From an optimization exercise on the open Yosys and OpenROAD flow, aimed at small area and a short achievable clock period; shortcuts taken in it are not production practice. In this exercise RTL edits were held to simulation tests only and were not proved equivalent to the original. The clock port is modelled as an ideal driver; clocking choices that lean on that would not hold on a real chip.

## red
## conv_peak_detect
module conv_peak_detect
#(
  parameter int unsigned MAX_LEN = 8,
  parameter int unsigned IDX_W   = 4
) (
  input  logic                  clk,
  input  logic                  rst,
  input  logic                  in_valid,
  input  logic [2*conv_pkg::SAMPLE_W-1:0] in_data,
  output logic                  out_valid,
  output conv_pkg::energy_t        out_peak,
  output logic [IDX_W-1:0]      out_idx,
  output logic [IDX_W-1:0]      out_len,
  output logic                  out_ovf,
  output logic                  out_err
);
  localparam int unsigned LO_W = 8;
  localparam int unsigned HI_W = 38 - LO_W;
  logic             st_acc;
  logic             st_d1;
  logic             st_d2;
  logic             st_rep;
  logic             idle;
  logic [IDX_W-1:0] len;
  logic             ovf;
  logic             first;
  logic             accept;
  assign idle   = !(st_acc || st_d1 || st_d2 || st_rep);
  assign first  = idle && in_valid;
  assign accept = in_valid && (idle || (st_acc && len < IDX_W'(MAX_LEN)));
  logic                            v1, f1;
  logic [2*conv_pkg::SAMPLE_W-1:0] d1;
  logic            v2, f2;
  logic [LO_W-1:0] lo2_n, lo_t;
  logic            lc2_n, lc_t;
  logic [HI_W-1:0] hs2_n, hc2_n, hs_t, hc_t;
  conv_energy_tree u_tree (
    .re   (d1[2*conv_pkg::SAMPLE_W-1:conv_pkg::SAMPLE_W]),
    .im   (d1[conv_pkg::SAMPLE_W-1:0]),
    .lo_n (lo_t),
    .lc_n (lc_t),
    .hs_n (hs_t),
    .hc_n (hc_t)
  );
  conv_pkg::energy_t e2;
  conv_pkg::energy_t max_e;
  logic [2:0]        max_idx;
  logic [2:0]        cnt2;
  logic [2:0]        idx2;
  logic              gt2;
  logic              upd;
  conv_energy_cmp u_cmp (
    .lo_n (lo2_n),
    .lc_n (lc2_n),
    .hs_n (hs2_n),
    .hc_n (hc2_n),
    .m    (max_e),
    .e    (e2),
    .gt   (gt2)
  );
  assign idx2 = f2 ? 3'd0 : cnt2;
  assign upd  = v2 && (f2 || gt2);
  logic ld;
  logic hold;
  assign ld   = st_d2 && !rst;
  assign hold = !st_d2 && !rst;
  always_ff @(posedge clk) begin
    d1    <= in_data;
    f1    <= first;
    lo2_n <= lo_t;
    lc2_n <= lc_t;
    hs2_n <= hs_t;
    hc2_n <= hc_t;
    f2    <= f1;
    if (first) begin
      len <= IDX_W'(1);
      ovf <= 1'b0;
  ...
==> flow/config.mk <==
export PLATFORM = sky130hd
export DESIGN_NAME = conv_peak_detect
export DESIGN_NICKNAME = conv_peak_detect
export VERILOG_FILES = /design/flow/design.v
export SDC_FILE = /design/flow/constraint.sdc
export NUM_CORES = 4
export LEC_CHECK = 0
export ABC_CLOCK_PERIOD_IN_PS = 4000
export CAP_MARGIN = 20
export CORE_MARGIN = 2
export CORE_UTILIZATION = 40
export CTS_CLUSTER_DIAMETER = 100
export CTS_CLUSTER_SIZE = 30
export PLACE_DENSITY = 0.6
export SETUP_SLACK_MARGIN = 3.8
export SLEW_MARGIN = 20
export SYNTH_HIERARCHICAL = 1
export SYNTH_MINIMUM_KEEP_SIZE = 0
==> flow/constraint.sdc <==
create_clock -name core_clock -period 7.5 [get_ports {clk}]
set_input_delay 1.5000 -clock core_clock [delete_from_list [all_inputs] [get_ports {clk}]]
set_output_delay 1.5000 -clock core_clock [all_outputs]
set_load 0.01 [all_outputs]
standard.sh (not shown) runs the stock make flow with config.mk's settings and CLKGATE_MAP_FILE= SYNTH_SCRIPT=/design/flow/synth_recipe.tcl, a recipe that flattens the netlist after the stock synthesis.
==> flow/flow/run.sh <==
#!/bin/bash
set -euo pipefail
export BUFFER_PORTS_ARGS="-buffer_cell sky130_fd_sc_hd__buf_1"
export CTS_ARGS="-sink_clustering_enable -repair_clock_nets -sink_clustering_size 30 -sink_clustering_max_diameter 100 -dont_use_dummy_load"
bash standard.sh > standard.log 2>&1
Per the final summary, red finished and its layout is clean on timing, DRC and antenna.
The inputs of blue differ from those of red as listed below.
# red
export LEC_CHECK = 0
export ABC_CLOCK_PERIOD_IN_PS = 4000
export CAP_MARGIN = 20
export CORE_MARGIN = 2
export CORE_UTILIZATION = 40
export CTS_CLUSTER_DIAMETER = 100
export CTS_CLUSTER_SIZE = 30
export PLACE_DENSITY = 0.6
export SETUP_SLACK_MARGIN = 3.8
export SLEW_MARGIN = 20
export SYNTH_HIERARCHICAL = 1
export SYNTH_MINIMUM_KEEP_SIZE = 0
create_clock -name core_clock -period 7.5 [get_ports {clk}]
# blue
export LEC_CHECK = 0
export ABC_CLOCK_PERIOD_IN_PS = 4000
export CAP_MARGIN = 20
export CORE_MARGIN = 2
export CORE_UTILIZATION = 40
export CTS_CLUSTER_DIAMETER = 80
export CTS_CLUSTER_SIZE = 22
export PLACE_DENSITY = 0.6
export SETUP_SLACK_MARGIN = 3.9
export SLEW_MARGIN = 20
export SYNTH_HIERARCHICAL = 1
export SYNTH_MINIMUM_KEEP_SIZE = 0
create_clock -name core_clock -period 7.5 [get_ports {clk}]
==> flow/flow/run.sh <==
#!/bin/bash
set -euo pipefail
export BUFFER_PORTS_ARGS="-buffer_cell sky130_fd_sc_hd__buf_1"
export CTS_ARGS="-sink_clustering_enable -repair_clock_nets -sink_clustering_size 22 -sink_clustering_max_diameter 80 -dont_use_dummy_load"
bash standard.sh > standard.log 2>&1
Notes after the runs:
- blue completed; timing, DRC and antenna clean
- Min critical path arrival across blue and red: blue
- Looking at logic depth of the worst path, buffers included, blue sits 1 higher than red does.
- Between blue and red, it is blue whose initial antenna violation count is higher, by 1.
- From red to blue the numbers moved as follows: total buffers and inverters traversed by the critical path rose by 1, clock network latency to the later pin of the worst-skew pair now larger, number of well-tap cells placed comparable.
Input-level comparison between green and blue:
# blue
export LEC_CHECK = 0
export ABC_CLOCK_PERIOD_IN_PS = 4000
export CAP_MARGIN = 20
export CORE_MARGIN = 2
export CORE_UTILIZATION = 40
export CTS_CLUSTER_DIAMETER = 80
export CTS_CLUSTER_SIZE = 22
export PLACE_DENSITY = 0.6
export SETUP_SLACK_MARGIN = 3.9
export SLEW_MARGIN = 20
export SYNTH_HIERARCHICAL = 1
export SYNTH_MINIMUM_KEEP_SIZE = 0
create_clock -name core_clock -period 7.5 [get_ports {clk}]
# green
export LEC_CHECK = 0
export ABC_CLOCK_PERIOD_IN_PS = 4000
export CAP_MARGIN = 20
export CORE_MARGIN = 2
export CORE_UTILIZATION = 40
export CTS_CLUSTER_DIAMETER = 80
export CTS_CLUSTER_SIZE = 22
export PLACE_DENSITY = 0.6
export SETUP_SLACK_MARGIN = 4.05
export SLEW_MARGIN = 20
export SYNTH_HIERARCHICAL = 1
export SYNTH_MINIMUM_KEEP_SIZE = 0
create_clock -name core_clock -period 7.5 [get_ports {clk}]
==> flow/flow/run.sh <==
#!/bin/bash
set -euo pipefail
here=$(pwd)
export BUFFER_PORTS_ARGS="-buffer_cell sky130_fd_sc_hd__buf_1"
export CTS_ARGS="-sink_clustering_enable -repair_clock_nets -sink_clustering_size 22 -sink_clustering_max_diameter 80 -dont_use_dummy_load"
export SKIP_CTS_REPAIR_TIMING=1
export POST_CTS_TCL="$here/flow/skew.tcl"
bash standard.sh > standard.log 2>&1
==> flow/flow/skew.tcl (new file) <==
# POST_CTS hook: delay the clock of the carry-save registers (the tree's
# output register, hs2_n/hc2_n/lo2_n/lc2_n) by one small clock buffer per
# group of up to four of them on the same leaf clock net. This moves time
# from the stage after them (compare against the running maximum) to the
# stage before them (the squarer tree); both stages are register to
# register, none of these registers has a path from an input or to an output.
# Then the setup/hold repair that CTS would have run (SKIP_CTS_REPAIR_TIMING
# is set by run.sh so it runs here, once, with the skew in place).
set block [ord::get_db_block]
set master [[ord::get_db] findMaster sky130_fd_sc_hd__clkbuf_2]
set groups [dict create]
foreach inst [$block getInsts] {
  if {![regexp {^(hs2_n|hc2_n|lo2_n|lc2_n)\[?} [$inst getName]]} { continue }
  set ck [$inst findITerm CLK]
  if {$ck eq "NULL" || $ck eq ""} { continue }
  set net [$ck getNet]
  dict lappend groups [$net getName] $inst
}
set n 0
dict for {netname insts} $groups {
  set net [$block findNet $netname]
  set sorted [lsort -command {apply {{a b} {
    set la [$a getLocation]; set lb [$b getLocation]
    expr {[lindex $la 0] + [lindex $la 1] < [lindex $lb 0] + [lindex $lb 1] ? -1 : 1}
  }}} $insts]
  for {set i 0} {$i < [llength $sorted]} {incr i 4} {
    set grp [lrange $sorted $i [expr {$i + 3}]]
    set buf [odb::dbInst_create $block $master "skew_buf_$n"]
    set bnet [odb::dbNet_create $block "skew_clk_$n"]
    $bnet setSigType CLOCK
    [$buf findITerm A] connect $net
    [$buf findITerm X] connect $bnet
    set sx 0; set sy 0
    foreach f $grp {
      set ck [$f findITerm CLK]
      $ck disconnect
      $ck connect $bnet
      set l [$f getLocation]
      incr sx [lindex $l 0]; incr sy [lindex $l 1]
    }
    set k [llength $grp]
    $buf setLocation [expr {$sx / $k}] [expr {$sy / $k}]
    $buf setPlacementStatus PLACED
    incr n
  }
}
puts "skew.tcl: inserted $n clock buffers for [dict size $groups] leaf nets"
global_connect
detailed_placement
estimate_parasitics -placement
repair_timing_helper
detailed_placement
check_placement -verbose
==> comparison <==
green -> blue: count of maximum capacitance violations delta 0, exact match. Placed instance area in green vs blue: up 74 um^2. green reports a higher number of nets in the final layout than blue does. On instance count after placement with tap cells included, blue tracks green almost exactly. When green is set beside blue, its share of cell area taken by multi-input logic gates turns out to be 0.41 points smaller. The arrival time at the worst endpoint number comes out lower for blue vs green.
The following lists how orange was set up differently from green:
# green
export LEC_CHECK = 0
export ABC_CLOCK_PERIOD_IN_PS = 4000
export CAP_MARGIN = 20
export CORE_MARGIN = 2
export CORE_UTILIZATION = 40
export CTS_CLUSTER_DIAMETER = 80
export CTS_CLUSTER_SIZE = 22
export PLACE_DENSITY = 0.6
export SETUP_SLACK_MARGIN = 4.05
export SLEW_MARGIN = 20
export SYNTH_HIERARCHICAL = 1
export SYNTH_MINIMUM_KEEP_SIZE = 0
create_clock -name core_clock -period 7.5 [get_ports {clk}]
# orange
export LEC_CHECK = 0
export ABC_CLOCK_PERIOD_IN_PS = 4000
export CAP_MARGIN = 20
export CORE_MARGIN = 2
export CORE_UTILIZATION = 40
export CTS_CLUSTER_DIAMETER = 80
export CTS_CLUSTER_SIZE = 22
export PLACE_DENSITY = 0.6
export SETUP_SLACK_MARGIN = 3.8
export SLEW_MARGIN = 20
export SYNTH_HIERARCHICAL = 1
export SYNTH_MINIMUM_KEEP_SIZE = 0
export TNS_END_PERCENT = 5
create_clock -name core_clock -period 7.5 [get_ports {clk}]
==> flow/flow/run.sh <==
#!/bin/bash
set -euo pipefail
export BUFFER_PORTS_ARGS="-buffer_cell sky130_fd_sc_hd__buf_1"
export CTS_ARGS="-sink_clustering_enable -repair_clock_nets -sink_clustering_size 22 -sink_clustering_max_diameter 80 -dont_use_dummy_load"
bash standard.sh > standard.log 2>&1
removed: flow/flow/skew.tcl
[summary]
Across orange and green, none had a timing, DRC or antenna violation.
green has a higher fraction of layout cells with a size suffix above 1 than orange.
The critical path depth of orange is lower than that of green.
Compared with green, orange shows a higher part of the cycle the worst path needs.
Cmp orange and green / post-placement cell area / lower: orange
Comparing final cell count without fillers for orange and green, the smaller number came from orange.
In the metrics for orange and green, the one carrying the higher worst setup slack before clock tree synthesis is orange.

## port drivers added, routing unchanged
The results above use ideal ports. As a check the final layouts listed here were re-extracted and re-timed, cells and wires unchanged. Step 1: set_driving_cell puts a clkbuf_16 on clk and a buf_2 on each other input, an assumption about the parent block. Step 2 adds t to the input delays and takes it off the output delays; t is the mean of the earliest and latest rising clock arrival at the registers after step 1. Input paths then give back, and output paths get back, about the clock's delay inside the block. Slacks: ideal ports / drivers / drivers and shift; pairs: ideal ports / drivers.
run | t (ns) | setup WS [ns] | clock arrival spread, ns | pins driven straight from the clock port
red | 0.520 | 3.876 / 3.876 / 3.876 | 0.077 / 0.077 | 1
blue | 0.540 | 3.932 / 3.932 / 3.932 | 0.055 / 0.055 | 1
green | 0.599 | 4.020 / 4.020 / 4.020 | 0.168 / 0.168 | 1
orange | 0.539 | 3.847 / 3.847 / 3.847 | 0.051 / 0.051 | 1
After both steps every run listed still meets setup and hold.
